Source: an optimization exercise on an open RTL-to-GDS flow (aim: small area, a short achievable clock period and few clock cycles per item). Production flows keep margins and buffers that such runs may drop. Only simulation tests tie the RTL to the original design; equivalence was not proved. No activity file was given, so power comes from the tool's default toggle rates.

lagoon:
Design raycast_floor_texel_mapper_unit, start of the top module:
module raycast_floor_texel_mapper_unit (
   input  logic        clock,
   input  logic        reset,
   input  logic        req_valid,
   output logic        req_ready,
   input  logic        req_func,
   input  logic [9:0]  req_column,
   input  logic [9:0]  req_start_row,
   input  logic        req_side,
   input  logic [1:0]  req_dir_x_sign,
   input  logic [1:0]  req_dir_y_sign,
   input  logic [5:0]  req_map_x,
   input  logic [5:0]  req_map_y,
   input  logic [15:0] req_wall_frac,
   input  logic [23:0] req_wall_dist,
   output logic        rsp_valid,
   input  logic        rsp_ready,
   output logic [9:0]  rsp_out_column,
   output logic [9:0]  rsp_floor_row,
   output logic [10:0] rsp_sky_row,
   output logic [9:0]  rsp_tex_x,
   output logic [9:0]  rsp_tex_y,
   output logic        rsp_last,
   input  logic        csr_we,
   input  logic [2:0]  csr_index,
   input  logic [21:0] csr_wdata
);
   localparam int N1 = 14;    
   localparam int N2 = 18;    
   localparam logic [N1-1:0] CUT1 = 14'h3FFF;
   localparam logic [N2-1:0] CUT2 = 18'h3FFFF;
   logic [10:0] screen_rows_ff;
   logic [21:0] cam_x_ff, cam_y_ff;
   logic [10:0] tex_width_ff, tex_height_ff;
   logic [10:0] h;
   logic [1:0][23:0] sl_dist;
   logic [1:0][22:0] sl_px, sl_py;
   logic [1:0][9:0]  sl_col, sl_y0;
   logic [1:0][9:0]  sl_row;      
   logic [1:0]       sl_fresh;    
   logic        live_ff, slot_ff;
   logic [10:0] y_ff;           
   logic        accept, setup_go, row_go, n_issue;
   logic [10:0] y, y_next;
   logic        row_ok;
   logic        blocked;
   logic        rp_active, rp_slot;
   logic [9:0]  rp_row;
   logic        rp_end;
   logic        arrive, out_free, drop_now, load;
  ...
clock: 5.0 ns
lec_check: 0
cap_margin: 20
core_margin: 2
core_utilization: 45
place_density: 0.6
slew_margin: 20
run.sh (not shown) runs the stock make flow with config.mk's settings and CLKGATE_MAP_FILE= SYNTH_SCRIPT=/design/flow/synth_recipe.tcl, a recipe that flattens the netlist after the stock synthesis.
Testbench counts of lagoon, summed over its fixed seeds: cycles 18,918, items 18,465.
diff inputs: lagoon => harbor
diff --git a/flow/design.v b/flow/design.v
--- a/flow/design.v
+++ b/flow/design.v
@@ -72,21 +72,21 @@
    output logic [9:0]  rsp_floor_row,
    output logic [10:0] rsp_sky_row,
    output logic [9:0]  rsp_tex_x,
    output logic [9:0]  rsp_tex_y,
    output logic        rsp_last,
    input  logic        csr_we,
    input  logic [2:0]  csr_index,
    input  logic [21:0] csr_wdata
 );
-   localparam int N1 = 14;    
+   localparam int N1 = 27;    
    localparam int N2 = 18;    
-   localparam logic [N1-1:0] CUT1 = 14'h3FFF;
+   localparam logic [N1-1:0] CUT1 = 27'h7FFFFFA;
    localparam logic [N2-1:0] CUT2 = 18'h3FFFF;
    logic [10:0] screen_rows_ff;
    logic [21:0] cam_x_ff, cam_y_ff;
    logic [10:0] tex_width_ff, tex_height_ff;
    logic [10:0] h;
    logic [1:0][23:0] sl_dist;
    logic [1:0][22:0] sl_px, sl_py;
    logic [1:0][9:0]  sl_col, sl_y0;
    logic [1:0][9:0]  sl_row;      
@@ -211,55 +211,40 @@
          i_v <= iss_v;
       end
    end
    always_ff @(posedge clock) begin
       i_tag   <= iss_tag;
       i_d     <= (d_val[11] || d_val == '0) ? 10'd0 : d_val[9:0];
    end
    logic [N1:0]        a1_v, a1_tag;
    logic [N1:0][9:0]   a1_d, a1_r;
-   logic [N1:0][27:0]  a1_q;
+   logic [N1:0][26:0]  a1_q;
    logic [N1:0]        a1_b0, a1_b1;    
-   logic [27:0]        num1;
-   assign num1 = {1'b0, h, 16'b0};
+   logic [26:0]        num1;
+   assign num1 = {h, 16'b0};
    assign a1_v[0]     = i_v;
    assign a1_tag[0]   = i_tag;
    assign a1_d[0]     = i_d;
    assign a1_r[0]     = '0;
    assign a1_q[0]     = '0;
    assign a1_b0[0]    = 1'b0;
    assign a1_b1[0]    = 1'b0;
    for (genvar k = 0; k < N1; k++) begin : g_div1
-      localparam logic [9:0] MASK_IN  = (k >= 5) ? 10'h3FF : 10'((1 << (2 * k)) - 1);
-      localparam logic [9:0] MASK_OUT = (k >= 4) ? 10'h3FF : 10'((1 << (2 * k + 2)) - 1);
-      logic [11:0] trial;
-      logic [12:0] t1, t2, t3;
+      localparam logic [9:0] MASK_IN  = (k >= 10) ? 10'h3FF : 10'((1 << k) - 1);
+      localparam logic [9:0] MASK_OUT = (k >= 9)  ? 10'h3FF : 10'((1 << (k + 1)) - 1);
+      logic [10:0] trial;
+      logic [11:0] t1;
       logic [9:0]  r_n;
-      logic [1:0]  q_n;
-      assign trial = {a1_r[k] & MASK_IN, num1[27-2*k -: 2]};
-      assign t1    = {1'b0, trial} - {3'b000, a1_d[k]};
-      assign t2    = {1'b0, trial} - {2'b00, a1_d[k], 1'b0};
-      assign t3    = {1'b0, trial} - {3'b000, a1_d[k]} - {2'b00, a1_d[k], 1'b0};
-      always_comb begin
-         if (!t3[12]) begin
-            q_n = 2'd3;
-            r_n = t3[9:0];
-         end else if (!t2[12]) begin
-            q_n = 2'd2;
-            r_n = t2[9:0];
-         end else if (!t1[12]) begin
-            q_n = 2'd1;
-            r_n = t1[9:0];
-         end else begin
-            q_n = 2'd0;
-            r_n = trial[9:0];
-         end
-      end
+      logic        q_n;
+      assign trial = {a1_r[k] & MASK_IN, num1[26-k]};
+      assign t1    = {1'b0, trial} - {2'b00, a1_d[k]};
+      assign q_n   = !t1[11];
+      assign r_n   = q_n ? t1[9:0] : trial[9:0];
       if (CUT1[k]) begin : g_reg
          logic        v, tag;
          logic [9:0]  d, r;
          logic [27:0] q;
          always_ff @(posedge clock) begin
             if (reset || drop_now) begin
                v <= 1'b0;
             end else begin
                v <= a1_v[k];
@@ -288,19 +273,19 @@
          assign a1_q[k+1]     = {a1_q[k][25:0], q_n};
          assign a1_b0[k+1]    = 1'b0;
          assign a1_b1[k+1]    = 1'b0;
       end
    end
    logic [N2:0]        a2_v, a2_tag, a2_sat, a2_x;
    logic [N2:0][23:0]  a2_r;
    logic [N2:0][17:0]  a2_q;
    logic [N2:0]        a2_b0, a2_b1;
-   logic [27:0]        dist1;
+   logic [26:0]        dist1;
    logic [25:0]        sat_dif;
    assign dist1       = a1_q[N1];
    assign sat_dif     = {1'b0, dist1[26:2]} - {2'b00, a1_tag[N1] ? sl_dist[1] : sl_dist[0]};
    assign a2_v[0]     = a1_v[N1];
    assign a2_tag[0]   = a1_tag[N1];
    assign a2_sat[0]   = !sat_dif[25];
    assign a2_r[0]     = dist1[25:2];
    assign a2_q[0]     = '0;
    assign a2_x[0]     = dist1[0];
Findings:
Relative area of clock buffers and inverters in the final design ended up 0.53 points higher on harbor than on lagoon. Min sum of routed wire segments on met1 across lagoon and harbor: harbor. In the metrics for lagoon and harbor, the one carrying the higher global-route wire length before repair is lagoon. Diff lagoon and harbor: area of the core lower in lagoon. [compare] base=lagoon new=harbor: maximum vdd drop decreased by about 2.5% relative to the old numbers; wire length decreased by about 5% relative to the old numbers. NOTE: number of multi-input combinational cells in harbor falls short of that of lagoon. Taking harbor over lagoon, the switching power summed over all nets ratio works out to 0.927. Global-route usage is higher on lagoon.
Testbench counts of harbor, summed over its fixed seeds: cycles 19,039, items 18,465.

== the baseline ==
raycast_floor_texel_mapper_unit, a different RTL version from the one above (not shown whole).
For scale: roughly 12000 cells after synthesis, roughly 160 I/O pins.
clock: 5.0 ns
lec_check: 0
cap_margin: 20
core_margin: 2
core_utilization: 45
cts_buf_list: sky130_fd_sc_hd__clkbuf_16
cts_cluster_diameter: 70
cts_cluster_size: 22
place_density: 0.6
slew_margin: 20
Testbench counts of the baseline, summed over its fixed seeds: cycles 19,039, items 18,465.
Inputs modified between the baseline and the candidate:
--- a/flow/design.v
+++ b/flow/design.v
@@ -75,15 +75,15 @@
    output logic [9:0]  rsp_tex_y,
    output logic        rsp_last,
    input  logic        csr_we,
    input  logic [2:0]  csr_index,
    input  logic [21:0] csr_wdata
 );
-   localparam int N1 = 27;    
+   localparam int N1 = 14;    
    localparam int N2 = 18;    
-   localparam logic [N1-1:0] CUT1 = 27'h7FFFFFA;
+   localparam logic [N1-1:0] CUT1 = 14'h3FFF;
    localparam logic [N2-1:0] CUT2 = 18'h3FFFF;
    logic [10:0] screen_rows_ff;
    logic [21:0] cam_x_ff, cam_y_ff;
    logic [10:0] tex_width_ff, tex_height_ff;
    logic [10:0] h;
    logic [1:0][23:0] sl_dist;
@@ -211,34 +211,49 @@
    always_ff @(posedge clock) begin
       i_tag   <= iss_tag;
       i_d     <= (d_val[11] || d_val == '0) ? 10'd0 : d_val[9:0];
    end
    logic [N1:0]        a1_v, a1_tag;
    logic [N1:0][9:0]   a1_d, a1_r;
-   logic [N1:0][26:0]  a1_q;
+   logic [N1:0][27:0]  a1_q;
    logic [N1:0]        a1_b0, a1_b1;    
-   logic [26:0]        num1;
-   assign num1 = {h, 16'b0};
+   logic [27:0]        num1;
+   assign num1 = {1'b0, h, 16'b0};
    assign a1_v[0]     = i_v;
    assign a1_tag[0]   = i_tag;
    assign a1_d[0]     = i_d;
    assign a1_r[0]     = '0;
    assign a1_q[0]     = '0;
    assign a1_b0[0]    = 1'b0;
    assign a1_b1[0]    = 1'b0;
    for (genvar k = 0; k < N1; k++) begin : g_div1
-      localparam logic [9:0] MASK_IN  = (k >= 10) ? 10'h3FF : 10'((1 << k) - 1);
-      localparam logic [9:0] MASK_OUT = (k >= 9)  ? 10'h3FF : 10'((1 << (k + 1)) - 1);
-      logic [10:0] trial;
-      logic [11:0] t1;
+      localparam logic [9:0] MASK_IN  = (k >= 5) ? 10'h3FF : 10'((1 << (2 * k)) - 1);
+      localparam logic [9:0] MASK_OUT = (k >= 4) ? 10'h3FF : 10'((1 << (2 * k + 2)) - 1);
+      logic [11:0] trial;
+      logic [12:0] t1, t2, t3;
       logic [9:0]  r_n;
-      logic        q_n;
-      assign trial = {a1_r[k] & MASK_IN, num1[26-k]};
-      assign t1    = {1'b0, trial} - {2'b00, a1_d[k]};
-      assign q_n   = !t1[11];
-      assign r_n   = q_n ? t1[9:0] : trial[9:0];
+      logic [1:0]  q_n;
+      assign trial = {a1_r[k] & MASK_IN, num1[27-2*k -: 2]};
+      assign t1    = {1'b0, trial} - {3'b000, a1_d[k]};
+      assign t2    = {1'b0, trial} - {2'b00, a1_d[k], 1'b0};
+      assign t3    = {1'b0, trial} - {3'b000, a1_d[k]} - {2'b00, a1_d[k], 1'b0};
+      always_comb begin
+         if (!t3[12]) begin
+            q_n = 2'd3;
+            r_n = t3[9:0];
+         end else if (!t2[12]) begin
+            q_n = 2'd2;
+            r_n = t2[9:0];
+         end else if (!t1[12]) begin
+            q_n = 2'd1;
+            r_n = t1[9:0];
+         end else begin
+            q_n = 2'd0;
+            r_n = trial[9:0];
+         end
+      end
       if (CUT1[k]) begin : g_reg
          logic        v, tag;
          logic [9:0]  d, r;
          logic [27:0] q;
          always_ff @(posedge clock) begin
             if (reset || drop_now) begin
@@ -273,17 +288,17 @@
       end
    end
    logic [N2:0]        a2_v, a2_tag, a2_sat, a2_x;
    logic [N2:0][23:0]  a2_r;
    logic [N2:0][17:0]  a2_q;
    logic [N2:0]        a2_b0, a2_b1;
-   logic [26:0]        dist1;
+   logic [27:0]        dist1;
    logic [25:0]        sat_dif;
    assign dist1       = a1_q[N1];
    logic               sat1_ff;
-   assign sat_dif     = {1'b0, a1_q[N1-1][25:1]} - {2'b00, a1_tag[N1-1] ? sl_dist[1] : sl_dist[0]};
+   assign sat_dif     = {1'b0, a1_q[N1-1][24:0]} - {2'b00, a1_tag[N1-1] ? sl_dist[1] : sl_dist[0]};
    always_ff @(posedge clock)
       sat1_ff <= !sat_dif[25];
    assign a2_v[0]     = a1_v[N1];
    assign a2_tag[0]   = a1_tag[N1];
    assign a2_sat[0]   = sat1_ff;
    assign a2_r[0]     = dist1[25:2];
## What came out
- Comparing the candidate and the baseline, the lower fraction of the cycle the final worst path needs was measured on the baseline.
- From the baseline to the candidate the numbers moved as follows: largest net degree at the start of global routing shows an increase of 30, total of buffers placed on input and output ports shows no meaningful change, first-pass GRT wire length shows an increase of 27 mm, worst endpoint required time shows an increase of 0.07 ns.
- Per the comparison of the candidate with the baseline, maximum resistive drop on vdd higher; routed wire length higher; smallest hold slack higher.
- Compared with the baseline, the candidate shows a non-clock buffer count in the final layout that is 38 higher.
- The candidate vs the baseline on post-layout instance area: the candidate is the lower one.
Testbench counts of the candidate, summed over its fixed seeds: cycles 18,918, items 18,465.

==> port drivers added, routing unchanged <==
Ports are ideal in the flow. The routed layouts listed here were re-timed in OpenROAD. Step 1 (the two cells are an assumption about what drives the block):
set clk [get_ports {clock}]
set_driving_cell -lib_cell sky130_fd_sc_hd__clkbuf_16 $clk
set_driving_cell -lib_cell sky130_fd_sc_hd__buf_2 [delete_from_list [all_inputs] $clk]
Step 2 also shifts input and output timing later by t, the mid clock arrival at the registers, as if the neighbouring blocks saw the same clock. a / b / c = ideal / step 1 / step 2; a / b = the first two.
run | t, ns | setup WS [ns] | worst register clock-pin slew, ns
lagoon | 0.966 | 0.335 / 0.335 / 0.335 | 0.07 / 0.07
harbor | 0.990 | 0.548 / 0.548 / 0.548 | 0.07 / 0.07
the baseline | 0.949 | 0.460 / 0.460 / 0.460 | 0.09 / 0.09
the candidate | 0.936 | 0.411 / 0.411 / 0.411 | 0.09 / 0.09
After both steps every run listed still meets setup and hold.
